From an optimization exercise on the open Yosys and OpenROAD flow, aimed at small area and a short achievable clock period; shortcuts taken in it are not production practice. The RTL was checked by simulation tests, not by an equivalence proof against the original design. Power is estimated from default activity; no workload was simulated.

==> design.v <==
module ifu_dec3 (
  input  logic [2:0] a,
  input  logic       en,
  output logic [7:0] y
);
  always_comb
    for (int i = 0; i < 8; i++) y[i] = en && (a == i);
endmodule
module ifu_thr3 (
  input  logic [2:0] a,
  output logic [6:0] y
);
  always_comb
    for (int i = 1; i < 8; i++) y[i-1] = (a >= i);
endmodule
module ifu_sel4 (
  input  logic [3:0] s,
  input  logic [3:0] a,
  output logic       y
);
  assign y = |(s & a);
endmodule
module ifu_selgrp (
  input  logic       jmp,
  input  logic       pcsrc,
  input  logic       start,
  input  logic       nrun,
  input  logic [7:0] jh, bh, sh, jl, bl, sl,
  output logic [7:0] hsel, lsel
);
  logic cj, cb, cs;
  assign cj = jmp;
  assign cb = !jmp && pcsrc;
  assign cs = !jmp && !pcsrc;
  ifu_sel4 u_hs0 (.s({cj, cb, cs, start}), .a({jh[0], bh[0], sh[0], nrun}), .y(hsel[0]));
  ifu_sel4 u_ls0 (.s({cj, cb, cs, 1'b1}), .a({jl[0], bl[0], sl[0], nrun}), .y(lsel[0]));
  for (genvar i = 1; i < 8; i++) begin : g_sel
    ifu_sel4 u_hs (.s({cj, cb, cs, 1'b0}), .a({jh[i], bh[i], sh[i], 1'b0}), .y(hsel[i]));
    ifu_sel4 u_ls (.s({cj, cb, cs, 1'b0}), .a({jl[i], bl[i], sl[i], 1'b0}), .y(lsel[i]));
  end
endmodule
module ifu_grp8 (
  input  logic [7:0] m,
  input  logic [7:0] s,
  output logic       y
);
  assign y = |(m & s);
endmodule
module ifu_rdout (
  input  logic [7:0] g,
  input  logic [7:0] h,
  output logic       y
);
  assign y = |(g & h);
endmodule
module instr_fetch_unit #(
  parameter int Instruction_Width = 32,
  parameter int Mem_Depth         = 64,
  parameter int Addr_Width        = $clog2(Mem_Depth)
) (
  input  logic                         CLK,
  input  logic                         RST,
  input  logic                         Start,
  input  logic                         Load_En,
  input  logic [Addr_Width-1:0]        Load_Addr,
  input  logic [Instruction_Width-1:0] Load_Data,
  input  logic                         JMP,
  input  logic                         PCSrc,
  output logic [Instruction_Width-1:0] Instruction,
  output logic [Instruction_Width-1:0] PC,
  output logic [Instruction_Width-1:0] PC_Plus4,
  output logic                         Running,
  output logic                         Halted,
  output logic [Instruction_Width-1:0] Instr_Count
);
  localparam int W = Instruction_Width;
  logic [W-1:0] mem [Mem_Depth];
  logic run_q, halt_q;
  logic idle;
  logic [W-1:2] pc, pcp4;
  logic [W-1:0] cnt;
  logic [W-1:0] ir;
  assign idle = !run_q && !halt_q;
  logic [16:0] bs, bs4;
  logic [6:0]  p7, p7i;
  assign p7  = pcp4[8:2];
  assign p7i = p7 + 7'd1;
  assign bs  = {10'd0, p7} + {ir[15], ir[15:0]};
  assign bs4 = {9'd0, p7i} + {ir[15], ir[15:0]};
  logic [W-1:2] jt, bt, jt4, bt4, pc8;
  assign jt  = {pcp4[W-1:W-4], ir[25:0]};
  assign jt4 = {pcp4[W-1:W-4], ir[25:0]} + 30'd1;
  assign bt  = {{(W-19){bs[16]}}, bs};
  assign bt4 = {{(W-19){bs4[16]}}, bs4};
  assign pc8 = {{(W-9){1'b0}}, p7i};
  logic j_halt, b_in, c6, s_oor, halt_cond;
  assign j_halt = (|ir[25:6]) || (ir[5:0] == pc[7:2]);
  assign b_in   = ((&ir[15:6]) || !(|ir[15:6])) && (p7[6] ? ir[6] : !(ir[6] ^ c6));
  assign s_oor  = p7[6];
  logic sj, sb, ss, si;
  assign sj = run_q && JMP;
  assign sb = run_q && !JMP && PCSrc;
  assign ss = run_q && !JMP && !PCSrc;
  assign si = !run_q && Start;
  logic kj, kb, ks, ki, run_nxt;
  assign kj = !RST && sj && !j_halt;
  assign kb = !RST && sb && b_in;
  assign ks = !RST && ss && !s_oor;
  assign ki = !RST && si;
  assign run_nxt   = kj || kb || ks || ki;
  assign halt_cond = JMP ? j_halt : (PCSrc ? !b_in : s_oor);
  logic [7:0] jh, jl, sh, sl, bh0, bh1, bl;
  logic [6:0] thr, thh;
  logic       bc, bc7, bc8;
  ifu_dec3 u_djh (.a(ir[5:3]),   .en(run_q), .y(jh));
  ifu_dec3 u_djl (.a(ir[2:0]),   .en(run_q), .y(jl));
  ifu_dec3 u_dsh (.a(pcp4[7:5]), .en(run_q), .y(sh));
  ifu_dec3 u_dsl (.a(pcp4[4:2]), .en(run_q), .y(sl));
  ifu_thr3 u_tlo (.a(ir[2:0]),   .y(thr));
  ifu_thr3 u_thi (.a(ir[5:3]),   .y(thh));
  for (genvar i = 0; i < 8; i++) begin : g_rot
    logic [7:0] rl, rh;
    for (genvar j = 0; j < 8; j++) begin : g_j
      assign rl[j] = jl[(i - j) & 7];
      assign rh[j] = jh[(i - j) & 7];
    end
    ifu_grp8 u_bl (.m(sl), .s(rl), .y(bl[i]));
    ifu_grp8 u_bh (.m(sh), .s(rh), .y(bh0[i]));
    assign bh1[i] = bh0[(i + 7) & 7];
  end
  ifu_grp8 u_bc  (.m(sl), .s({thr[0], thr[1], thr[2], thr[3], thr[4], thr[5], thr[6], 1'b0}), .y(bc));
  ifu_grp8 u_bc8 (.m(sh), .s({thh[0], thh[1], thh[2], thh[3], thh[4], thh[5], thh[6], 1'b0}), .y(bc8));
  ifu_grp8 u_bc7 (.m(sh), .s({1'b1, thh[0], thh[1], thh[2], thh[3], thh[4], thh[5], thh[6]}), .y(bc7));
  assign c6 = bc8 | (bc & bc7);
  logic bypass;
  assign bypass = idle && Load_En && (Load_Addr == '0);
  logic [7:0] bh;
  logic [7:0] hsel_s [4];
  logic [7:0] lsel_s [4];
  assign bh = bc ? bh1 : bh0;
  for (genvar q = 0; q < 4; q++) begin : g_slice
    ifu_selgrp u_sel (
      .jmp(JMP), .pcsrc(PCSrc), .start(Start), .nrun(!run_q),
      .jh(jh), .bh(bh), .sh(sh), .jl(jl), .bl(bl), .sl(sl),
      .hsel(hsel_s[q]), .lsel(lsel_s[q])
    );
  end
  logic [W-1:0] ir_d, m0;
  assign m0 = bypass ? Load_Data : mem[0];
  for (genvar k = 0; k < W; k++) begin : g_rd
    logic [7:0] grp;
    for (genvar h = 0; h < 8; h++) begin : g_grp
      logic w0;
      if (h == 0) begin : g_w0
        assign w0 = m0[k];
      end else begin : g_wn
        assign w0 = mem[8*h][k];
      end
      ifu_grp8 u_grp (
        .m({mem[8*h+7][k], mem[8*h+6][k], mem[8*h+5][k], mem[8*h+4][k],
            mem[8*h+3][k], mem[8*h+2][k], mem[8*h+1][k], w0}),
        .s(lsel_s[k/8]),
        .y(grp[h])
      );
    end
    ifu_rdout u_out (.g(grp), .h(hsel_s[k/8]), .y(ir_d[k]));
  end
  always_ff @(posedge CLK) begin
    if (RST) begin
      run_q  <= 1'b0;
      halt_q <= 1'b0;
      pc     <= '0;
      pcp4   <= 30'd1;
      cnt    <= '0;
    end else begin
      run_q  <= run_nxt;
      halt_q <= run_q ? halt_cond : (halt_q && !Start);
      if (run_q) begin
        if (cnt != '1) cnt <= cnt + 32'd1;
        pc   <= JMP ? jt  : PCSrc ? bt  : pcp4;
        pcp4 <= JMP ? jt4 : PCSrc ? bt4 : pc8;
      end else if (Start) begin
        cnt  <= '0;
        pc   <= '0;
        pcp4 <= 30'd1;
      end
    end
  end
  always_ff @(posedge CLK) ir <= ir_d;
  logic       wen;
  logic [7:0] wh, wl;
  assign wen = !RST && Load_En && idle;
  always_comb
    for (int i = 0; i < 8; i++) begin
      wh[i] = (Load_Addr[5:3] == i);
      wl[i] = (Load_Addr[2:0] == i) && wen;
    end
  always_ff @(posedge CLK) begin
    for (int w = 0; w < Mem_Depth; w++)
      if (wh[w/8] && wl[w%8]) mem[w] <= Load_Data;
  end
  assign Instruction = ir & {W{run_q}};
  assign PC          = {pc, 2'b00};
  assign PC_Plus4    = {pcp4, 2'b00};
  assign Running     = run_q;
  assign Halted      = halt_q;
  assign Instr_Count = cnt;
endmodule
==> run.sh <==
#!/bin/bash
# synth_recipe.tcl (not shown) runs the flow's synth.tcl, then flattens the netlist and writes it again
# the make line also repeats each setting of config.mk as NAME=value (left out here)
make -C /OpenROAD-flow-scripts/flow DESIGN_CONFIG=/design/flow/config.mk WORK_HOME=/design/flow/orfs CLKGATE_MAP_FILE= SYNTH_SCRIPT=/design/flow/synth_recipe.tcl finish
==> config.mk <==
export PLATFORM = sky130hd
export DESIGN_NAME = instr_fetch_unit
export DESIGN_NICKNAME = instr_fetch_unit
export VERILOG_FILES = /design/flow/design.v
export SDC_FILE = /design/flow/constraint.sdc
export NUM_CORES = 4
export LEC_CHECK = 0
export CAP_MARGIN = 20
export CORE_MARGIN = 2
export CORE_UTILIZATION = 60
export CTS_CLUSTER_DIAMETER = 60
export CTS_CLUSTER_SIZE = 20
export SETUP_SLACK_MARGIN = 3.8
export SLEW_MARGIN = 20
export SYNTH_HIERARCHICAL = 1
export TNS_END_PERCENT = 0
==> constraint.sdc <==
create_clock -name core_clock -period 6.5 [get_ports {CLK}]
set_input_delay 1.3000 -clock core_clock [delete_from_list [all_inputs] [get_ports {CLK}]]
set_output_delay 1.3000 -clock core_clock [all_outputs]
set_load 0.01 [all_outputs]
==> results of run 1 <==
==> layout by cell type (no fill, tap or decap), types with 14 or more instances in the layout <==
cell / n
sky130_fd_sc_hd__edfxtp_1: 2048
sky130_fd_sc_hd__a22oi_1: 1198
sky130_fd_sc_hd__nand4_1: 328
sky130_fd_sc_hd__buf_4: 318
sky130_fd_sc_hd__a22oi_2: 163
sky130_fd_sc_hd__clkbuf_16: 156
sky130_fd_sc_hd__conb_1: 123
sky130_fd_sc_hd__dfxtp_1: 93
sky130_fd_sc_hd__clkdlybuf4s50_1: 87
sky130_fd_sc_hd__nand2_1: 77
sky130_fd_sc_hd__a21oi_1: 71
sky130_fd_sc_hd__buf_12: 70
sky130_fd_sc_hd__nor2_4: 69
sky130_fd_sc_hd__buf_6: 59
sky130_fd_sc_hd__nand3_1: 43
sky130_fd_sc_hd__nand2_2: 41
sky130_fd_sc_hd__clkbuf_1: 40
sky130_fd_sc_hd__nor2_1: 39
sky130_fd_sc_hd__nand2_4: 35
sky130_fd_sc_hd__buf_2: 34
sky130_fd_sc_hd__o21ai_0: 31
sky130_fd_sc_hd__buf_16: 29
sky130_fd_sc_hd__nor4_1: 27
sky130_fd_sc_hd__and2_1: 25
sky130_fd_sc_hd__mux2_1: 23
sky130_fd_sc_hd__o211ai_1: 21
sky130_fd_sc_hd__o31ai_1: 21
sky130_fd_sc_hd__dfxtp_2: 21
sky130_fd_sc_hd__xor2_1: 19
sky130_fd_sc_hd__or3_1: 19
sky130_fd_sc_hd__ha_1: 18
sky130_fd_sc_hd__dlygate4sd2_1: 17
sky130_fd_sc_hd__mux2i_1: 16
sky130_fd_sc_hd__or4_1: 15
sky130_fd_sc_hd__xnor2_1: 14
==> final timing paths <==
check	end	depth (start not counted)
setup / recovery	ir[18]	10
hold / removal	pc[14]	2
hold reg to reg	pc[14]	2
setup reg to reg	ir[18]	10
==> timing repair <==
action,4_1_cts,5_1_grt
setup endpoints to repair,2282,2264
setup buffers,227,33
gates resized for setup,511,99
pin swaps,148,79
cloned,42,10
==> worst max-delay path: stages (launching register included) <==
cell,delay (ns)
sky130_fd_sc_hd__dfxtp_4,0.38
sky130_fd_sc_hd__buf_8,0.15
sky130_fd_sc_hd__bufbuf_16,0.31
sky130_fd_sc_hd__and4bb_2,0.41
sky130_fd_sc_hd__a22oi_1,0.23
sky130_fd_sc_hd__nand4_1,0.16
sky130_fd_sc_hd__mux2_2,0.40
sky130_fd_sc_hd__a22oi_1,0.20
sky130_fd_sc_hd__nand2_1,0.37
sky130_fd_sc_hd__a22oi_2,0.36
sky130_fd_sc_hd__nand4_1,0.18
==> stage by stage <==
stage	hold WS [ns]	worst slack (ns)	utilization
floorplan	0.479	3.02	-
global placement	0.450	1.03	0.647
detailed placement	0.457	0.983	0.648
CTS	0.467	3.30	0.714
global route	0.503	3.16	0.720
finish	0.468	3.19	0.720
==> area by class of cell <==
cell class	instances	area, sq um	share of cell area
Clock buffer	191	3910	0.0396
Multi-Input combinational cell	2725	20700	0.210
Antenna cell	3	7.51	0.0000761
Sequential cell	2174	64100	0.650
Clock inverter	54	571	0.00578
Timing Repair Buffer	655	7060	0.0715
Tap cell	1794	2240	0.0227
Inverter	14	52.6	0.000533
==> logic make-up (layout without fill, tap and decap cells) <==
kind of cell | Yosys count | count (layout) | synth area share
compound gates | 1622 | 1622 | 0.145
xor+xnor | 33 | 33 | 0.00350
fa+ha+maj | 20 | 20 | 0.00322
buf+inv | 95 | 914 | 0.00467
flops | 2174 | 2174 | 0.776
mux | 57 | 57 | 0.00754
other cells | 10 | 126 | 0.000455
simple gates | 845 | 870 | 0.0592
==> sequential cells by signal (all words and copies together), names as in the netlist <==
signal	flops
cnt	32
run_q	1
ir	32
pc	30
mem	2048
halt_q	1
pcp4	30
==> cell usage after synthesis (12+ instances only) <==
cell                       count
sky130_fd_sc_hd__and4b_2      12
sky130_fd_sc_hd__nor3_1       13
sky130_fd_sc_hd__or4_1        15
sky130_fd_sc_hd__and3_1       13
sky130_fd_sc_hd__nand3_1      45
sky130_fd_sc_hd__inv_1        13
sky130_fd_sc_hd__o211ai_1     21
sky130_fd_sc_hd__dfxtp_1     126
sky130_fd_sc_hd__nand2b_1     12
sky130_fd_sc_hd__nor2_1      111
sky130_fd_sc_hd__edfxtp_1   2048
sky130_fd_sc_hd__or3_1        20
sky130_fd_sc_hd__xor2_1       19
sky130_fd_sc_hd__nand4_1     328
sky130_fd_sc_hd__nand2_1     144
sky130_fd_sc_hd__and4bb_2     12
sky130_fd_sc_hd__nor4_1       27
sky130_fd_sc_hd__a21o_1       13
sky130_fd_sc_hd__o21ai_0      31
sky130_fd_sc_hd__a211oi_1     13
sky130_fd_sc_hd__o31ai_1      21
sky130_fd_sc_hd__a22oi_1    1361
sky130_fd_sc_hd__clkbuf_1     63
sky130_fd_sc_hd__ha_1         18
sky130_fd_sc_hd__xnor2_1      14
sky130_fd_sc_hd__and2_1       36
sky130_fd_sc_hd__a21oi_1      71
sky130_fd_sc_hd__mux2i_1      16
sky130_fd_sc_hd__mux2_1       32
==> per-module statistics from Yosys (local to each module, per instance) <==
module            times used  area, sq um  cells inside  flops+latches
ifu_rdout                 32         36.3             5              0
ifu_sel4                  64         18.8             3              0
ifu_selgrp                 4         25.0             4              0
ifu_thr3                   2         47.5             7              0
ifu_grp8                 275         36.3             5              0
instr_fetch_unit           1        69600          3067           2174
ifu_dec3                   4         96.3             8              0
==> power by group through the flow <==
stage / Combinational, uW / Sequential (uW) / Clock (uW)
finish: 3050 / 15500 / 9190
global route: 3160 / 15500 / 9710
CTS: 2860 / 15500 / 9220
detailed placement: 2440 / 15800 / 0
global placement: 2410 / 15800 / 0
floorplan: 1270 / 15800 / 0
==> layer usage <==
metal	part of all wire	global-route usage	wire, um	vias to the layer above
li1	-	-	-	22631
met1	0.37	0.568	104000	28321
met2	0.45	0.582	124000	4237
met3	0.14	0.0996	38900	685
met4	0.040	0.130	11000	10
met5	0.00075	0.00789	209	-
==> impl.org, run 1 <==
** Status
- The flow ran to the end and the layout has no timing, DRC or antenna violations.

** Routing
- Dividing the detail-routed wire length by the instance count gives 36.5 um.
- In this run, the number of DRC markers left after iteration 0 of detailed routing was 9364.
- Post-DR vias/cell :: 7.34
- TritonRoute pass-1 iters :: 10
- Total wirelength of the detailed-routed design :: 278000 um
- For this block, the via count after detailed routing is 55884.
- Drt drc :: 0
- The count of nets left with antenna violations once routing finished came out at 0.

** Clock network
- Cell chosen for the clock root :: sky130_fd_sc_hd__clkbuf_16
- The later pin in the worst-skew pair is clocked with a latency of 0.81 ns.
- The clock net in this run drives a total of 2174 sinks.
- The H-tree was split into 4 levels.
- Maximum number of buffers from clock root to sink :: 3
- TritonCTS buffer count :: 142
- Clock transition at the registers of the reported paths :: 0.08 ns
- Hold buffers post-CTS :: 0
- TritonCTS built the clock tree.

** Cells and area
- The layout has 8641 filler cells.
- After routing the design area is 98700 sq um.
- Post-Layout Cell Count :: 7610
- Of the cells placed in the final design, the portion with a size suffix greater than 1 is 0.206.
- Layout overhead on the synthesized area :: 19.6%
- Number of nets at the end of the flow :: 5776

** Yosys
- Number of enable-type register cells in the synthesized netlist :: 2048
- In this run the cell area of the synthesized design comes to 82500 sq um.
- Post-synthesis register bit count :: 2174
- Fraction of the yosys area taken by sequential cells :: 0.776
- Area share of the largest cell type after synthesis :: 0.745
- Yosys cell types :: 82
- Dominant synthesized flop cell :: sky130_fd_sc_hd__edfxtp_1
- Most area-consuming cells after synthesis :: sky130_fd_sc_hd__edfxtp_1 (75%), sky130_fd_sc_hd__a22oi_1 (12%), sky130_fd_sc_hd__dfxtp_1 (3.1%), sky130_fd_sc_hd__nand4_1 (2.5%), sky130_fd_sc_hd__nand2_1 (0.66%)
- Yosys warning total :: 13
- After synthesis, the mean cell area works out to 17.0 sq um.
- Mapped Cells :: 4856
- The biggest area contributor in the post-synthesis netlist is sky130_fd_sc_hd__edfxtp_1.
- Share of async-settable or async-resettable flops after synthesis :: 0

** GRT
- Number of global-route vias before repair :: 51396
- Antenna violations before repair :: 13
- GRT Residual Overflow :: 0
- The first global-routing pass estimated 387000 um of wire.
- Entering global routing, the biggest net connects 66 pins.
- For this run, the total global-route usage over all layers was measured as 0.390.

** Power and ir drop
- Net load switching power :: 6830 uW
- The share of total power dissipated in combinational logic is 0.110.
- Total power for the finished layout comes to 27800 uW.
- Of the total power, the share spent switching nets is 0.246.
- P per Cell Area :: 281 nW/um^2
- The analysis attributes to cell leakage a power of 0.0314 uW.
- Worst-case vdd ir drop :: 0.000301 V
- Internal power of the cells :: 20900 uW
- Of the total power, the clock network draws 0.331.
- Proportion of power drawn by flip-flops and latches :: 0.559

** Timing
- Final number of setup-violating endpoints :: 0
- Max-Slew Margin vs Limit :: 0.218
- In the finished design, the share of the clock period the worst path needs comes to 0.509.
- The clock period could shrink to 3.31 ns.
- Final hold violations :: 0
- Static timing analysis puts the maximum clock frequency at 0.302 GHz.
- Actual transition at the worst max-transition pin :: 1.17 ns
- Max Clock Skew :: 0.0291 ns
- Setup repair after global routing could not meet its margin everywhere.
- Pins over their slew limit :: 0
- Post-Route Setup TNS :: 0 ns

** Placement
- At the end of routability-driven placement, the weighted congestion stood at 0.936.
- Instance count after placement with tap cells included :: 7047
- Port buffer count :: 169
- Detailed placement finished with a half-perimeter wire length of 147000 um.
- Area post-placement :: 88700 sq um

** Flow run
- The tool flagged a number of max-cap violations equal to 0.

** Floorplanning
- Std cell rows :: 136
- The die covers 140000 sq um.
- Die Width :: 375 um
- Number of ports placed on the die boundary :: 174
- Starting density of the core :: 0.602
- The floorplan step set the die height to 375 um.
- The core region is 137000 sq um.

** Worst setup path
- Critical register-to-register path startpoint :: run_q
- At the worst endpoint, the required time is 7.15 ns.
- The worst setup path is captured at a flop.
- The critical path is of the flop to flop type.
- For flop-to-flop paths, the worst setup slack is 3.19 ns.
- STA classifies the critical path startpoint as a flop.
- In this run the worst setup path begins at run_q.
- Critical-path maximum fanout :: 25
- CP Data Arrival Time :: 3.96 ns

** Min path
- The tightest min-delay check is of the flop to flop type.
- The worst hold path begins at pc[14].
==> run 2, diff against run 1 <==
--- a/design.v
+++ b/design.v
@@ -77,4 +77,3 @@
   logic [W-1:0] mem [Mem_Depth];
-  logic run_q, halt_q;
-  logic idle;
+  logic run_q, rr_q, rp_q, halt_q, idle_q;
   logic [W-1:2] pc, pcp4;
@@ -82,3 +81,2 @@
   logic [W-1:0] ir;
-  assign idle = !run_q && !halt_q;
   logic [16:0] bs, bs4;
@@ -99,13 +97,2 @@
   assign s_oor  = p7[6];
-  logic sj, sb, ss, si;
-  assign sj = run_q && JMP;
-  assign sb = run_q && !JMP && PCSrc;
-  assign ss = run_q && !JMP && !PCSrc;
-  assign si = !run_q && Start;
-  logic kj, kb, ks, ki, run_nxt;
-  assign kj = !RST && sj && !j_halt;
-  assign kb = !RST && sb && b_in;
-  assign ks = !RST && ss && !s_oor;
-  assign ki = !RST && si;
-  assign run_nxt   = kj || kb || ks || ki;
   assign halt_cond = JMP ? j_halt : (PCSrc ? !b_in : s_oor);
@@ -114,6 +101,6 @@
   logic       bc, bc7, bc8;
-  ifu_dec3 u_djh (.a(ir[5:3]),   .en(run_q), .y(jh));
-  ifu_dec3 u_djl (.a(ir[2:0]),   .en(run_q), .y(jl));
-  ifu_dec3 u_dsh (.a(pcp4[7:5]), .en(run_q), .y(sh));
-  ifu_dec3 u_dsl (.a(pcp4[4:2]), .en(run_q), .y(sl));
+  ifu_dec3 u_djh (.a(ir[5:3]),   .en(rr_q), .y(jh));
+  ifu_dec3 u_djl (.a(ir[2:0]),   .en(rr_q), .y(jl));
+  ifu_dec3 u_dsh (.a(pcp4[7:5]), .en(rr_q), .y(sh));
+  ifu_dec3 u_dsl (.a(pcp4[4:2]), .en(rr_q), .y(sl));
   ifu_thr3 u_tlo (.a(ir[2:0]),   .y(thr));
@@ -135,3 +122,3 @@
   logic bypass;
-  assign bypass = idle && Load_En && (Load_Addr == '0);
+  assign bypass = idle_q && Load_En && (Load_Addr == '0);
   logic [7:0] bh;
@@ -142,3 +129,3 @@
     ifu_selgrp u_sel (
-      .jmp(JMP), .pcsrc(PCSrc), .start(Start), .nrun(!run_q),
+      .jmp(JMP), .pcsrc(PCSrc), .start(Start), .nrun(!rr_q),
       .jh(jh), .bh(bh), .sh(sh), .jl(jl), .bl(bl), .sl(sl),
@@ -170,3 +157,6 @@
       run_q  <= 1'b0;
+      rr_q   <= 1'b0;
+      rp_q   <= 1'b0;
       halt_q <= 1'b0;
+      idle_q <= 1'b1;
       pc     <= '0;
@@ -175,5 +165,8 @@
     end else begin
-      run_q  <= run_nxt;
-      halt_q <= run_q ? halt_cond : (halt_q && !Start);
-      if (run_q) begin
+      run_q  <= run_q ? !halt_cond : Start;
+      rr_q   <= rr_q ? !halt_cond : Start;
+      rp_q   <= rp_q ? !halt_cond : Start;
+      halt_q <= rp_q ? halt_cond : (halt_q && !Start);
+      idle_q <= idle_q && !Start;
+      if (rp_q) begin
         if (cnt != '1) cnt <= cnt + 32'd1;
@@ -191,3 +184,3 @@
   logic [7:0] wh, wl;
-  assign wen = !RST && Load_En && idle;
+  assign wen = !RST && Load_En && idle_q;
   always_comb
==> run 2 against run 1 <==
Setup slack improved by 0.052 ns. Global-route usage down 0.55 points. Utilization decreased by 0.48 points. Critical path type is now input port to flop. Critical endpoint is now mem[4][13].
==> impl.org, run 2 <==
** Worst setup path
- Reg-to-reg setup timing slack :: 3.25 ns (+0.06 ns)
- Launch point of the critical path :: Load_En
- The worst setup path is captured at a flop.
- Delay of the slowest cell on the worst path :: 0.65 ns (+0.24 ns)
- The number of buffers and inverters on the critical path was 2 (unchanged).
- The data arrival time of the critical path was 3.67 ns (-0.29 ns).
- In this run the critical register-to-register path is captured at ir[22].
- The critical path required time was 6.91 ns (-0.24 ns).
- End point of the critical path :: mem[4][13]
- The worst register-to-register path begins at ir[2].
- Cell family contributing the most delay on the critical path :: simple AND/OR/NAND/NOR gates
- Depth of the worst register-to-register path :: 12 (+2)
- The setup path with the least slack is of type input port to flop.
- The logic depth of the worst path, buffers included was 6 (-4).
- Chain of cells forming the critical path :: clkdlybuf4s50_1, nand2_1, nor3b_2, nand2_2, nor2_4, buf_4
- STA classifies the critical path startpoint as an input port.
- Slowest-stage cell, CP :: sky130_fd_sc_hd__buf_4
- Critical-path maximum fanout :: 32 (+28%)

** Timing
- The number of setup violations in the final report was 0 (unchanged).
- Post-Route Setup TNS :: 0 ns (unchanged)
- The final critical path time including I/O delays and setup was 3.26 ns (-0.0520 ns).
- The post-route clock skew came to 0.0341 ns (+0.00504 ns).
- The worst-case headroom to the max-slew limit came to 0.262 (+0.0439).
- The number of max-slew violations in the final report was 0 (unchanged).
- The final worst hold slack came to 0.465 ns (-0.00272 ns).
- The final-report hold violation count was 0 (unchanged).
- RSZ-0062 raised after global routing :: yes
- Actual transition at the worst max-transition pin :: 1.11 ns (-0.0623 ns)
- The maximum operating frequency is 0.307 GHz (+1.6%).
- The share of the cycle needed by the critical path after routing is 0.501 (-0.00800).

** Power and ir drop
- Switching portion of total power :: 0.245 (-0.000903)
- The portion of total power attributed to sequential cells is 0.559 (about the same).
- The power density of the placed cells was 284 nW/um^2 (+0.96%).
- Worst-case vdd ir drop :: 0.000267 V (-11%)
- Leakage power :: 0.0310 uW (-1.4%)
- The clock share of power is 0.337 (+0.006).
- Internal power of the cells :: 21000 uW (+0.41%)
- Net load switching power :: 6820 uW (about the same)
- The power share of the combinational group was 0.105 (-0.005).

** Placement
- Port buffer count :: 169 (unchanged)
- Final GP Congestion :: 0.901 (-3.8%)
- The number of placed instances, taps included was 7046 (-0.014%).
- DPL Wire Length :: 146000 um (-0.66%)

** GRT
- Met1 demand-to-capacity share in global routing :: 0.562 (-0.00558)
- The global-route usage over all layers was 0.385 (-0.00547).
- Largest net degree at the start of global routing :: 69 (+4.5%)
- First-pass GRT wire length :: 382000 um (-1.2%)
- The sum of overflow across all layers after global routing came to 0 (unchanged).
- The via count of the first global-routing pass came to 50883 (-1.0%).
- The met2 track utilization from global routing is 0.571 (-0.0106).
- The initial antenna violation count came to 6 (-7).
- Global route hottest layer :: met2
- Met3 routing resource usage after global routing :: 0.100 (+0.000550)

** Cells and area
- Share of cells above drive strength 1 :: 0.191 (-0.0147)
- In the final layout, the registers with the most flip-flops are mem (2048), cnt (32), ir (32).
- The final cell count without fillers is 7557 (-0.70%).
- Leaving out fill and tap cells, the most frequent cell in the layout is sky130_fd_sc_hd__edfxtp_1.
- Leaving out fill and tap cells, the most frequent cells in the layout are sky130_fd_sc_hd__edfxtp_1 (2048), sky130_fd_sc_hd__a22oi_1 (1239), sky130_fd_sc_hd__nand4_1 (332), sky130_fd_sc_hd__buf_4 (254), sky130_fd_sc_hd__clkbuf_16 (160).
- Top reg by flops :: mem
- Relative to the synthesized area, the layout overhead comes to 18.8%.
- Number of nets at the end of the flow :: 5716 (-1.0%)
- Util after Layout :: 0.716 (-0.00479)
- Max reg flops :: 2048 (unchanged)

** Floorplanning
- The floorplan core area was 137000 sq um (unchanged).
- Number of ports placed on the die boundary :: 174 (unchanged)
- The height of the die was 375 um (about the same).
- The floorplan die width is 375 um (about the same).
- Die footprint :: 141000 sq um (about the same)
- The initial core utilization was 0.603 (about the same).
- The number of cell rows is 136 (unchanged).

** Yosys
- The gate count of the mapped netlist is 4856 (unchanged).
- The fraction of registers with async set/reset was 0 (unchanged).
- After synthesis, the most frequently instantiated cells are sky130_fd_sc_hd__edfxtp_1 (2048), sky130_fd_sc_hd__a22oi_1 (1361), sky130_fd_sc_hd__nand4_1 (332).
- Most common cell in the netlist :: sky130_fd_sc_hd__edfxtp_1
- The number of different library cells in the post-synthesis netlist is 89 (+8.5%).
- Dominant synthesized flop cell :: sky130_fd_sc_hd__edfxtp_1
- Yosys warning total :: 13 (unchanged)
- The portion of synthesized cell area occupied by the leading cell type is 0.745 (about the same).
- Post-synthesis register bit count :: 2177 (+0.14%)
- Synth area leader :: sky130_fd_sc_hd__edfxtp_1
- Area of the mapped netlist :: 82500 sq um (about the same)
- Post-synthesis average cell area :: 17.0 sq um (about the same)
- Number of enable-type register cells in the synthesized netlist :: 2048 (unchanged)
- The register area share after synthesis was 0.776 (about the same).
- Yosys attributes the largest share of cell area to sky130_fd_sc_hd__edfxtp_1 (75%), sky130_fd_sc_hd__a22oi_1 (12%), sky130_fd_sc_hd__dfxtp_1 (3.1%), sky130_fd_sc_hd__nand4_1 (2.5%), sky130_fd_sc_hd__nand2_1 (0.74%).

** Routing
- Total wirelength of the detailed-routed design :: 276000 um (-0.79%)
- Routed wire length per instance :: 36.5 um (about the same)
- Post-DR vias/cell :: 7.35 (+0.14%)
- DR vias :: 55574 (-0.55%)
- The DRC violation total after the first TritonRoute iteration came to 9065 (-3.2%).
- The number of remaining DRC errors was 0 (unchanged).
- Number of routed nets with antenna violations :: 0 (unchanged)
- TritonRoute pass-1 iters :: 9 (-1)

** Clock network
- Clock transition at the registers of the reported paths :: 0.07 ns (about the same)
- Cell chosen for the clock root :: sky130_fd_sc_hd__clkbuf_16
- The total number of clock tree sinks came to 2177 (+0.14%).
- TritonCTS buffer count :: 145 (+2.1%)
- The worst-case clock buffer depth is 3 (unchanged).
- The latest clock arrival within the worst-skew pair was 0.81 ns (about the same).
- Maximum level of the CTS H-tree :: 4 (unchanged)
- TritonCTS built the clock tree.

** Status
- The run finished with no timing, DRC or antenna violations.

** Min path
- Worst Hold Class :: flop to flop

** Flow run
- The number of max-capacitance violations reported came to 0 (unchanged).
==> run 2: changes by cell type after synthesis, sizes merged, moves of 6 or more <==
cell    before  now
nor3        14   34
a21oi       71   62
mux2i       16    8
a31oi        6   12
a222oi      10    1
nor4        27   11
inv         14    8
o21ai       42   61
nor2       111  104
nor2b       11   23
nand2      144  162
nand3       45   37
clkbuf      63   52
==> run 2: kinds of logic after synthesis <==
logic type,after synthesis,synth area share
flops,2177,0.776
compound gates,1623,0.145
simple gates,863,0.0607
buf+inv,84,0.00443
mux,50,0.00670
xor+xnor,29,0.00308
fa+ha+maj,20,0.00321
other cells,10,0.000455
==> run 2: tightest hold or removal path, cell delays in order (launching register included) <==
cell and delay, ns:
sky130_fd_sc_hd__dfxtp_1 0.34, sky130_fd_sc_hd__nand2_1 0.05, sky130_fd_sc_hd__o31ai_1 0.05
==> run 2: what timing repair did <==
item | CTS | global route
setup buffers | 165 | 43
pin swaps | 111 | 48
resized for setup | 384 | 99
hold buffers | 0 | 0
cloned | 30 | 13
setup endpoints to repair | 2279 | 2269
hold endpoints to repair | 0 | 0
==> run 2: worst min-delay path by stage <==
stage | start | endpoint | slack [ns] | cells after the start
2_1_floorplan | idle_q | idle_q | 0.43 | 1
3_3_place_gp | pc[27] | pc[27] | 0.45 | 2
3_5_place_dp | pc[11] | pc[11] | 0.45 | 2
4_1_cts | pc[11] | pc[11] | 0.46 | 2
5_1_grt | pc[27] | pc[27] | 0.49 | 2
6_report | pc[27] | pc[27] | 0.47 | 2
==> run 2: per-module statistics from Yosys, one instance, submodules excluded <==
module / cells inside / copies in the design / cell area, sq um / flops+latches
instr_fetch_unit: 3067 / 1 / 69600 / 2177
ifu_dec3: 8 / 4 / 96.3 / 0
ifu_thr3: 7 / 2 / 47.5 / 0
ifu_grp8: 5 / 275 / 36.3 / 0
ifu_rdout: 5 / 32 / 36.3 / 0
ifu_selgrp: 4 / 4 / 25.0 / 0
ifu_sel4: 3 / 64 / 18.8 / 0
==> run 2: final cells by class <==
cell class,instances,area (sq um)
Sequential cell,2177,64200
Tap cell,1794,2240
Antenna cell,1,2.50
Fill cell,8705,39000
Multi-Input combinational cell,2734,20500
Clock inverter,61,622
Inverter,9,33.8
Clock buffer,196,3990
Timing Repair Buffer,585,6440
==> run 2: stage by stage <==
stage / power, uW / area [sq um] / setup slack, ns
after floorplan: 17100 / 83300 / 2.94
after global placement: 18200 / 88900 / 1.50
after CTS: 27700 / 96900 / 3.31
final: 27800 / 98000 / 3.24
after global routing: 28500 / 98000 / 3.13
after detailed placement: 18300 / 88900 / 1.42
==> run 2: routing by layer <==
metal  up-vias  routed length, um
met4        10              11100
li1      22478                  -
met1     28151             103000
met2      4299             122000
met3       636              39300
met5         -                 82
==> run 2: power groups by stage <==
stage,sequential (uW),combinational (uW),clock [uW]
3_5_place_dp,15900,2400,0
3_3_place_gp,15900,2370,0
2_1_floorplan,15800,1270,0
5_1_grt,15600,3040,9880
4_1_cts,15500,2700,9410
6_report,15600,2910,9370
==> run 3, diff against run 2 <==
--- a/config.mk
+++ b/config.mk
@@ -12,2 +12,3 @@
 export CTS_CLUSTER_SIZE = 20
+export PLACE_DENSITY_LB_ADDON = 0.2
 export SETUP_SLACK_MARGIN = 3.8
==> run 3 against run 2 <==
Sequential share of layout area increased by 0.69 points. Design area decreased by 1.0%. Worst hold slack worse by 0.0097 ns. Largest cell class unchanged. Highest routed layer unchanged.
==> impl.org, run 3 <==
** Flow run
- Maximum capacitance violations :: 0 (unchanged)

** Yosys
- Most area-consuming cells after synthesis :: sky130_fd_sc_hd__edfxtp_1 (75%), sky130_fd_sc_hd__a22oi_1 (12%), sky130_fd_sc_hd__dfxtp_1 (3.1%), sky130_fd_sc_hd__nand4_1 (2.5%), sky130_fd_sc_hd__nand2_1 (0.74%)
- The post-synth design cell area was 82500 sq um (unchanged).
- Most common cell in the netlist :: sky130_fd_sc_hd__edfxtp_1
- After synthesis, the most frequently instantiated cells are sky130_fd_sc_hd__edfxtp_1 (2048), sky130_fd_sc_hd__a22oi_1 (1361), sky130_fd_sc_hd__nand4_1 (332).
- Dominant synthesized flop cell :: sky130_fd_sc_hd__edfxtp_1
- The biggest area contributor in the post-synthesis netlist is sky130_fd_sc_hd__edfxtp_1.
- The average footprint of a synthesized cell came to 17.0 sq um (unchanged).
- The portion of synthesized cell area occupied by the leading cell type is 0.745 (unchanged).
- The register bit total from synthesis came to 2177 (unchanged).
- Yosys cell types :: 89 (unchanged)
- Number of enable-type register cells in the synthesized netlist :: 2048 (unchanged)
- Fraction of the yosys area taken by sequential cells :: 0.776 (unchanged)
- Share of async-settable or async-resettable flops after synthesis :: 0 (unchanged)
- The total number of yosys warnings is 13 (unchanged).
- Mapped Cells :: 4856 (unchanged)

** Clock network
- Maximum number of buffers from clock root to sink :: 3 (unchanged)
- The latest clock arrival within the worst-skew pair was 0.83 ns (+0.02 ns).
- The total number of clock tree sinks was 2177 (unchanged).
- The clock transition at the registers of the reported paths came to 0.08 ns (about the same).
- The total number of H-tree levels came to 4 (unchanged).
- The root buffer cell chosen for the clock tree is sky130_fd_sc_hd__clkbuf_16.
- TritonCTS buffer count :: 144 (-0.69%)
- TritonCTS built the clock tree.
- Hold buffers post-CTS :: 0 (unchanged)

** Placement
- The count of port buffers added during placement is 169 (unchanged).
- The HPWL reported at the end of detailed placement came to 145000 um (-1.1%).
- Final GP Congestion :: 0.910 (+1.0%)

** GRT
- The maximum number of pins on one net before global-route repair is 66 (-4.3%).
- Global-route total usage across every layer :: 0.369 (-0.0159)
- The initial antenna violation count is 14 (+8).
- GRT Residual Overflow :: 0 (unchanged)
- Number of global-route vias before repair :: 51637 (+1.5%)
- The wire length of the first global-routing pass came to 370000 um (-3.0%).

** Worst setup path
- The largest stage delay on the critical path was 0.37 ns (-0.28 ns).
- The critical path starts at ir[0].
- The worst setup path is launched from a flop.
- The slack of the worst reg-to-reg path was 3.25 ns (about the same).
- The startpoint identified for the worst register-to-register timing path is ir[0].
- Critical register-to-register path endpoint :: ir[20]
- The critical path goes through buf_12, and4bb_4, a22oi_1, nand4_1, buf_4, a22oi_2, nand2_8, buf_12, a22oi_1, nand4_1, a22oi_2, nand4_1.
- The data arrival time of the critical path was 3.91 ns (+0.24 ns).
- Critical path data required time :: 7.16 ns (+0.25 ns)
- The maximum fanout along the worst path is 23 (-28%).
- On the critical path, the stage with the largest delay is an instance of sky130_fd_sc_hd__dfxtp_1.
- Combined buffer and inverter count along the critical path :: 3 (+1)
- Element type at the critical path end :: flop
- The path depth of the worst reg2reg path came to 12 (unchanged).
- Crit path top cell by count :: sky130_fd_sc_hd__nand4_1
- Grouping stages by cell kind, the critical path spends the most delay in compound AO/OA/AOI/OAI gates.
- By startpoint and endpoint, the worst setup path is classified as flop to flop.

** Floorplanning
- The number of cell rows is 136 (unchanged).
- The initial core utilization came to 0.603 (unchanged).
- The I/O pin total came to 174 (unchanged).
- The height of the die is 375 um (unchanged).
- The floorplan core area came to 137000 sq um (unchanged).
- Die Width :: 375 um (unchanged)
- The die area was 141000 sq um (unchanged).

** Cells and area
- The number of flip-flops under the largest register name came to 2048 (unchanged).
- In the layout the commonest cells are sky130_fd_sc_hd__edfxtp_1 (2048), sky130_fd_sc_hd__a22oi_1 (1235), sky130_fd_sc_hd__nand4_1 (332), sky130_fd_sc_hd__buf_4 (303), sky130_fd_sc_hd__clkbuf_16 (148).
- The layout net count was 5695 (-0.37%).
- Share of cells above drive strength 1 :: 0.192 (+0.000960)
- Counting flops per register, the top entry is mem.
- Relative to the synthesized area, the layout overhead comes to 17.5%.
- Fillers :: 8400 (-3.5%)
- In the final layout, the registers with the most flip-flops are mem (2048), cnt (32), ir (32).
- Most frequent standard cell in the layout excluding fill and tap cells :: sky130_fd_sc_hd__edfxtp_1

** Timing
- The worst-case headroom to the max-slew limit was 0.224 (-0.0377).
- The share of the cycle needed by the critical path after routing came to 0.500 (-0.00113).
- The number of max-slew violations in the final report came to 0 (unchanged).
- The final-report hold violation count was 0 (unchanged).
- The post-route clock skew was 0.0415 ns (+0.00736 ns).
- Final number of setup-violating endpoints :: 0 (unchanged)
- Actual transition at the worst max-transition pin :: 1.16 ns (+0.0553 ns)
- Post-Route Setup TNS :: 0 ns (unchanged)
- Tmin final :: 3.25 ns (-0.00737 ns)
- RSZ-0062 raised after global routing :: yes
- F_max :: 0.308 GHz (+0.23%)

** Routing
- The aggregate routed wire length came to 263000 um (-4.6%).
- The number of vias per cell after detailed routing is 7.36 (about the same).
- The number of remaining DRC errors is 0 (unchanged).
- The via count is 55384 (-0.34%).
- Number of routed nets with antenna violations :: 0 (unchanged)
- The average wire per standard cell came to 34.9 um (-4.2%).
- The number of optimization iterations in the first detailed-route pass was 11 (+2).
- The DRC violation total after the first TritonRoute iteration was 9646 (+6.4%).

** Power and ir drop
- The power share of the combinational group was 0.103 (-0.002).
- The fraction of power spent switching nets was 0.247 (+0.00218).
- Part of the total power dissipated in the clock network :: 0.336 (about the same)
- The switching power summed over all nets is 6850 uW (+0.37%).
- Leakage power :: 0.0308 uW (-0.54%)
- The total power came to 27700 uW (-0.51%).
- The portion of total power attributed to sequential cells was 0.561 (+0.002).
- Worst-case vdd ir drop :: 0.000208 V (-22%)
- The internal power is 20800 uW (-0.80%).
- P per Cell Area :: 285 nW/um^2 (+0.52%)

** Min path
- Start point of the worst hold path :: pc[20]
- Worst Hold Class :: flop to flop
- The hold-critical path depth was 2 (unchanged).
- The path with the worst hold slack has its endpoint at pc[20].

** Status
- The flow ran to the end and the layout has no timing, DRC or antenna violations.
[run 3: worst max-delay path by stage]
| stage | to | slack [ns] | cells after the start |
|---|---|---|---|
| 3_3_place_gp | mem[27][4] | 1.75 | 6 |
| 5_1_grt | ir[30] | 3.24 | 10 |
| 6_report | ir[20] | 3.25 | 12 |
| 4_1_cts | ir[24] | 3.36 | 11 |
| 3_5_place_dp | mem[27][4] | 1.59 | 6 |
| 2_1_floorplan | ir[10] | 2.94 | 10 |
[run 3: kinds of logic after synthesis]
logic type / Yosys count / synth area share
AOI/OAI and AO/OA: 1623 / 0.145
adders and majority gates: 20 / 0.00321
xor gates and xnor gates: 29 / 0.00308
muxes: 50 / 0.00670
and+or+nand+nor: 863 / 0.0607
DFF: 2177 / 0.776
buffers and inverters: 84 / 0.00443
other: 10 / 0.000455
[run 3: cell type report]
cell class / instances / area [sq um] / area share
Antenna cell: 2 / 5.00 / 0.0000516
Clock buffer: 181 / 3840 / 0.0395
Clock inverter: 62 / 724 / 0.00747
Inverter: 9 / 33.8 / 0.000348
Multi-Input combinational cell: 2728 / 20500 / 0.211
Sequential cell: 2177 / 64200 / 0.662
Tap cell: 1794 / 2240 / 0.0231
Timing Repair Buffer: 571 / 5500 / 0.0567
[run 3: timing repair]
action,in CTS,in global routing
endpoints found under the setup margin,2289,2276
pin swaps,134,43
resized for setup,467,86
cloned,28,2
setup buffers,187,16
[run 3: routing by layer]
| layer | vias up | part of all wire | global-route usage |
|---|---|---|---|
| met5 | - | 0.0014 | 0.00823 |
| met4 | 28 | 0.051 | 0.158 |
| met3 | 852 | 0.15 | 0.116 |
| met2 | 4373 | 0.45 | 0.563 |
| met1 | 27731 | 0.35 | 0.494 |
| li1 | 22400 | - | - |
[run 3: worst register-to-register path: cells and delay by family (launching register included)]
kind | cells | cell delay (ns)
simple gates | 5 | 1.03
compound gates | 4 | 1.10
flops | 1 | 0.37
buf+inv | 3 | 0.58
[run 3: stage by stage]
step,utilization,hold slack (ns),std cells,area (sq um),setup slack [ns]
3_3_place_gp,0.647,0.441,7044,88600,1.75
4_1_cts,0.704,0.463,7503,96500,3.36
3_5_place_dp,0.647,0.444,7045,88600,1.59
5_1_grt,0.708,0.490,7523,97000,3.24
2_1_floorplan,-,0.427,4969,83300,2.94
6_report,0.708,0.455,7524,97000,3.25
[run 3: modules after synthesis (local to each module, per instance)]
module / cells / flops+latches / cell area [sq um]
ifu_selgrp: 4 / 0 / 25.0
ifu_sel4: 3 / 0 / 18.8
ifu_dec3: 8 / 0 / 96.3
ifu_grp8: 5 / 0 / 36.3
ifu_rdout: 5 / 0 / 36.3
instr_fetch_unit: 3067 / 2177 / 69600
ifu_thr3: 7 / 0 / 47.5
[run 3: power groups by stage]
stage	Sequential [uW]	Combinational, uW	Clock (uW)
final	15500	2850	9310
after global routing	15500	2960	9790
after CTS	15500	2710	9300
after detailed placement	15900	2420	0
after global placement	15800	2380	0
after floorplan	15800	1270	0
==> run 4, diff against run 3 <==
--- a/design.v
+++ b/design.v
@@ -78,2 +78,3 @@
   logic run_q, rr_q, rp_q, halt_q, idle_q;
+  logic [3:0] ri_q;
   logic [W-1:2] pc, pcp4;
@@ -157,2 +158,3 @@
       run_q  <= 1'b0;
+      ri_q   <= '0;
       rr_q   <= 1'b0;
@@ -166,2 +168,3 @@
       run_q  <= run_q ? !halt_cond : Start;
+      for (int q = 0; q < 4; q++) ri_q[q] <= ri_q[q] ? !halt_cond : Start;
       rr_q   <= rr_q ? !halt_cond : Start;
@@ -194,3 +197,5 @@
   end
-  assign Instruction = ir & {W{run_q}};
+  for (genvar q = 0; q < 4; q++) begin : g_ins
+    assign Instruction[8*q +: 8] = ir[8*q +: 8] & {8{ri_q[q]}};
+  end
   assign PC          = {pc, 2'b00};
==> run 4 against run 3 <==
Still clean. First-iteration DRC count increased by 12%. Via count increased by 1.9%. Sequential share of layout area decreased by 0.91 points. Global-route usage increased by 1.6 points. Area after synthesis about the same. Critical path depth unchanged. Design area increased by 1.6%. Cell count increased by 1.4%. Total power increased by 0.57%. Routed wire length increased by 5.2%. Non-clock buffer count increased by 86. Die area about the same. Largest cell class unchanged.
==> impl.org, run 4 <==
** Cells and area
- The layout net count is 5782 (+1.5%).
- Max reg flops :: 2048 (unchanged)
- Share of cells above drive strength 1 :: 0.217 (+0.0254)
- The final cell area excluding filler cells came to 98600 sq um (+1.6%).
- Layout overhead on the synthesized area :: 19.5%
- Registers with the most flip-flops :: mem (2048), cnt (32), ir (32)
- The share of the core filled with cells in the final layout was 0.720 (+0.0114).
- Most frequent standard cell in the layout excluding fill and tap cells :: sky130_fd_sc_hd__edfxtp_1
- mem holds more flip-flops than any other register.
- Highest-count cells in the layout ignoring fill and taps :: sky130_fd_sc_hd__edfxtp_1 (2048), sky130_fd_sc_hd__a22oi_1 (1191), sky130_fd_sc_hd__buf_4 (352), sky130_fd_sc_hd__nand4_1 (332), sky130_fd_sc_hd__a22oi_2 (167)

** Floorplanning
- The initial core utilization was 0.602 (about the same).
- The I/O pin total was 174 (unchanged).
- The floorplan core area is 137000 sq um (unchanged).
- The die area is 140000 sq um (about the same).
- Height of the die :: 375 um (about the same)
- Std cell rows :: 136 (unchanged)
- The floorplan die width came to 375 um (about the same).

** Yosys
- The total number of yosys warnings was 13 (unchanged).
- Synth area leader :: sky130_fd_sc_hd__edfxtp_1
- The average footprint of a synthesized cell was 17.0 sq um (about the same).
- Fraction of the yosys area taken by sequential cells :: 0.778 (+0.00131)
- The commonest cells after synthesis are sky130_fd_sc_hd__edfxtp_1 (2048), sky130_fd_sc_hd__a22oi_1 (1358), sky130_fd_sc_hd__nand4_1 (332).
- The register bit total from synthesis was 2181 (+0.18%).
- The post-synth design cell area is 82500 sq um (about the same).
- Area share of the largest cell type after synthesis :: 0.745 (about the same)
- Yosys cell types :: 76 (-15%)
- Share of async-settable or async-resettable flops after synthesis :: 0 (unchanged)
- Mapped Cells :: 4852 (-0.082%)
- Among all cell types in the netlist, the one instantiated most often is sky130_fd_sc_hd__edfxtp_1.
- In the post-synthesis netlist, the biggest area contributors are sky130_fd_sc_hd__edfxtp_1 (75%), sky130_fd_sc_hd__a22oi_1 (12%), sky130_fd_sc_hd__dfxtp_1 (3.2%), sky130_fd_sc_hd__nand4_1 (2.5%), sky130_fd_sc_hd__nor2_1 (0.70%).
- In the synthesized netlist the dominant register cell turns out to be sky130_fd_sc_hd__edfxtp_1.
- The number of flops mapped to enable cells by yosys came to 2048 (unchanged).

** Clock network
- Maximum number of buffers from clock root to sink :: 3 (unchanged)
- Hold buffers post-CTS :: 0 (unchanged)
- Clock transition at the registers of the reported paths :: 0.08 ns (about the same)
- Clock latency of the later-clocked register in the worst-skew pair :: 0.82 ns (about the same)
- Maximum level of the CTS H-tree :: 4 (unchanged)
- The number of buffers created by CTS came to 144 (unchanged).
- Clock tree from TritonCTS :: yes
- Cell chosen for the clock root :: sky130_fd_sc_hd__clkbuf_16
- Total number of clock tree sinks :: 2181 (+0.18%)

** Min path
- The tightest min-delay check is of the flop to flop type.

** Timing
- Tmin final :: 3.31 ns (+0.0621 ns)
- The number of max-slew violations in the final report was 0 (unchanged).
- RSZ-0062 raised after global routing :: yes
- The final-layout setup total negative slack was 0 ns (unchanged).
- Worst slack on hold paths :: 0.434 ns (-0.0212 ns)
- Worst Slack Setup Final :: 3.19 ns (-0.0621 ns)
- Max-Slew Margin vs Limit :: 0.237 (+0.0126)
- Final number of setup-violating endpoints :: 0 (unchanged)
- F_max :: 0.302 GHz (-1.9%)
- The transition time at the pin with the least slew margin came to 1.15 ns (-0.0176 ns).
- The post-route clock skew is 0.0341 ns (-0.00737 ns).
- Final hold violations :: 0 (unchanged)
- The share of the cycle needed by the critical path after routing is 0.510 (+0.00956).

** Routing
- Drt drc :: 0 (unchanged)
- Number of routed nets with antenna violations :: 0 (unchanged)
- Met3 layer wire length in the routed design :: 43800 um (+13%)
- The number of optimization iterations in the first detailed-route pass came to 28 (+17).
- Detailed-routing wirelength on met1 :: 94400 um (+3.3%)
- The aggregate routed wire length came to 276000 um (+5.2%).
- Routed wire length per instance :: 36.3 um (+3.8%)
- DR vias :: 56420 (+1.9%)
- The number of vias per cell after detailed routing is 7.40 (+0.49%).
- Met2 wire length :: 123000 um (+3.2%)
- Detailed router's first-iteration violation count :: 10776 (+12%)
- DR top layer :: met5

** Power and ir drop
- The leakage power of the design came to 0.0319 uW (+3.7%).
- The power density of the placed cells was 283 nW/um^2 (-1.0%).
- Worst-case vdd ir drop :: 0.000278 V (+34%)

** Worst setup path
- Crit path top cell by count :: sky130_fd_sc_hd__nand4_1
- Element type at the critical path end :: flop
- Critical-path maximum fanout :: 15 (-35%)
- Reg-to-reg setup timing slack :: 3.19 ns (-0.06 ns)
- The endpoint identified for the worst register-to-register timing path is ir[17].
- Following the worst setup path forward leads to its endpoint at ir[17].
- On the critical path, the stage with the largest delay is an instance of sky130_fd_sc_hd__a22oi_2.
- Chain of cells forming the critical path :: buf_12, and4bb_4, a22oi_1, nand4_1, buf_4, a22oi_2, nand2_4, buf_4, a22oi_1, nand4_1, a22oi_2, nand4_1
- Launch point of the critical path :: ir[0]
- Delay of the slowest cell on the worst path :: 0.41 ns (+0.04 ns)
- Critical path class :: flop to flop
- The path depth of the worst reg2reg path is 12 (unchanged).
- CP Data Arrival Time :: 3.98 ns (+0.07 ns)
- Critical path data required time :: 7.17 ns (about the same)
- Critical register-to-register path startpoint :: ir[0]
- The worst setup path is launched from a flop.

** GRT
- Number of global-route vias before repair :: 52649 (+2.0%)
- The wire length of the first global-routing pass is 384000 um (+3.8%).
- The maximum number of pins on one net before global-route repair is 66 (unchanged).
- GRT Residual Overflow :: 0 (unchanged)
- The initial antenna violation count was 9 (-5).
- The global-route usage over all layers is 0.385 (+0.0162).

** Placement
- Final GP Congestion :: 0.937 (+3.0%)
- Area post-placement :: 88500 sq um (-0.18%)
- DPL Wire Length :: 141000 um (-2.3%)
- Port buffer count :: 169 (unchanged)
- The pre-CTS worst setup slack was 1.40 ns (-0.196 ns).

** Flow run
- The number of max-capacitance violations reported was 0 (unchanged).

** Status
- The flow ran to the end and the layout has no timing, DRC or antenna violations.
run 4: cell types whose count changed in the layout (fill, tap and decap cells not counted), sizes merged, moves of 15 or more:
cell,change
buf,+67
clkdlybuf4s50,-53
dlygate4sd2,+48
nor2,+46
clkbuf,+18
nand2,-17
or4,-17
xor2,+17
clkdlybuf4s15,+16
nor2b,-15
run 4: critical path: cells and delay by family (launching register included):
| family | cells | cell delay (ns) |
|---|---|---|
| DFF | 1 | 0.38 |
| buffers and inverters | 3 | 0.61 |
| and+or+nand+nor | 5 | 0.98 |
| AOI/OAI and AO/OA | 4 | 1.16 |
run 4: cell families (layout without fill, tap and decap cells):
| group | after synthesis | in the layout | synth area share |
|---|---|---|---|
| muxes | 51 | 51 | 0.00679 |
| adders and majority gates | 20 | 20 | 0.00322 |
| other | 10 | 128 | 0.000455 |
| and+or+nand+nor | 831 | 858 | 0.0573 |
| buffers and inverters | 92 | 928 | 0.00481 |
| xor gates and xnor gates | 57 | 57 | 0.00605 |
| DFF | 2181 | 2181 | 0.778 |
| AOI/OAI and AO/OA | 1610 | 1610 | 0.144 |
run 4: metrics by stage:
step                      total power [uW]  cells
after global routing                 28500   7623
after CTS                            27600   7560
final                                27900   7627
after floorplan                      17100   4965
after global placement               18200   7023
after detailed placement             18200   7023
run 4: modules after synthesis (local to each module, per instance):
module | cells inside | flops+latches | cell area, sq um
ifu_thr3 | 7 | 0 | 47.5
ifu_grp8 | 5 | 0 | 36.3
ifu_rdout | 5 | 0 | 36.3
ifu_sel4 | 3 | 0 | 18.8
ifu_dec3 | 8 | 0 | 96.3
ifu_selgrp | 4 | 0 | 25.0
instr_fetch_unit | 3063 | 2181 | 69600
run 4: area by class of cell:
type	instances	area, sq um
antenna	5	12.5
multi-input combinational	2719	20600
clock inverter	63	648
timing repair inverter	1	5.00
inverter	14	60.1
clock buffer	193	3930
fill	8186	38400
sequential	2181	64300
tap	1794	2240
timing repair buffer	657	6730
run 4: where the power goes:
| group | internal, uW | total (uW) | switching, uW |
|---|---|---|---|
| clock network | 4480 | 9320 | 4840 |
| registers | 15400 | 15500 | 116 |
| logic | 1010 | 3010 | 1990 |
run 4: repair_timing:
item                                    in CTS  in global routing
pin swaps                                  165                 79
endpoints found under the hold margin        0                  0
cloned                                      41                  9
gates resized for setup                    622                 82
buffers inserted                           240                 52
endpoints found under the setup margin    2294               2287
run 4: worst min path at each step:
stage	endpoint	cells after the start	startpoint	slack (ns)
global route	pc[18]	2	pc[18]	0.48
global placement	pc[19]	2	pc[19]	0.43
detailed placement	pc[18]	2	pc[18]	0.43
finish	pc[18]	2	pc[18]	0.43
CTS	pc[18]	2	pc[18]	0.44
floorplan	idle_q	1	idle_q	0.43
run 4: per-layer routing:
metal,up-vias,GRT usage
li1,22507,-
met1,28067,0.522
met2,4856,0.571
met3,968,0.129
met4,22,0.172
met5,-,0.0175

[afterwards: timing with drivers on the ports]
How much do the figures lean on ideal ports? The routed layouts below were timed once more, with nothing changed but the port constraints. Step 1: set_driving_cell puts a clkbuf_16 on CLK and a buf_2 on each other input, an assumption about the parent block. Step 2 also shifts input and output timing later by t, the mid clock arrival at the registers, as if the neighbouring blocks saw the same clock. a / b / c = no drivers / after step 1 / after step 2; a / b = the first two.
run | t (ns) | slack for setup (ns) | clock arrival spread, ns | slew at the worst register clock pin (ns) | worst slew at a driven data input, ns
run 1 | 0.871 | 3.190 / 3.103 / 2.232 | 0.034 / 0.034 | 0.09 / 0.09 | 0.19
run 2 | 0.873 | 3.243 / 3.216 / 2.398 | 0.043 / 0.043 | 0.08 / 0.08 | 0.11
run 3 | 0.899 | 3.250 / 3.250 / 2.432 | 0.059 / 0.059 | 0.09 / 0.09 | 0.05
run 4 | 0.891 | 3.188 / 3.188 / 2.308 | 0.039 / 0.038 | 0.09 / 0.09 | 0.24
After both steps every run listed still meets setup and hold. The setup slack of run 1, which loses most, moves by -0.087 ns with the drivers and by -0.958 ns with both steps.
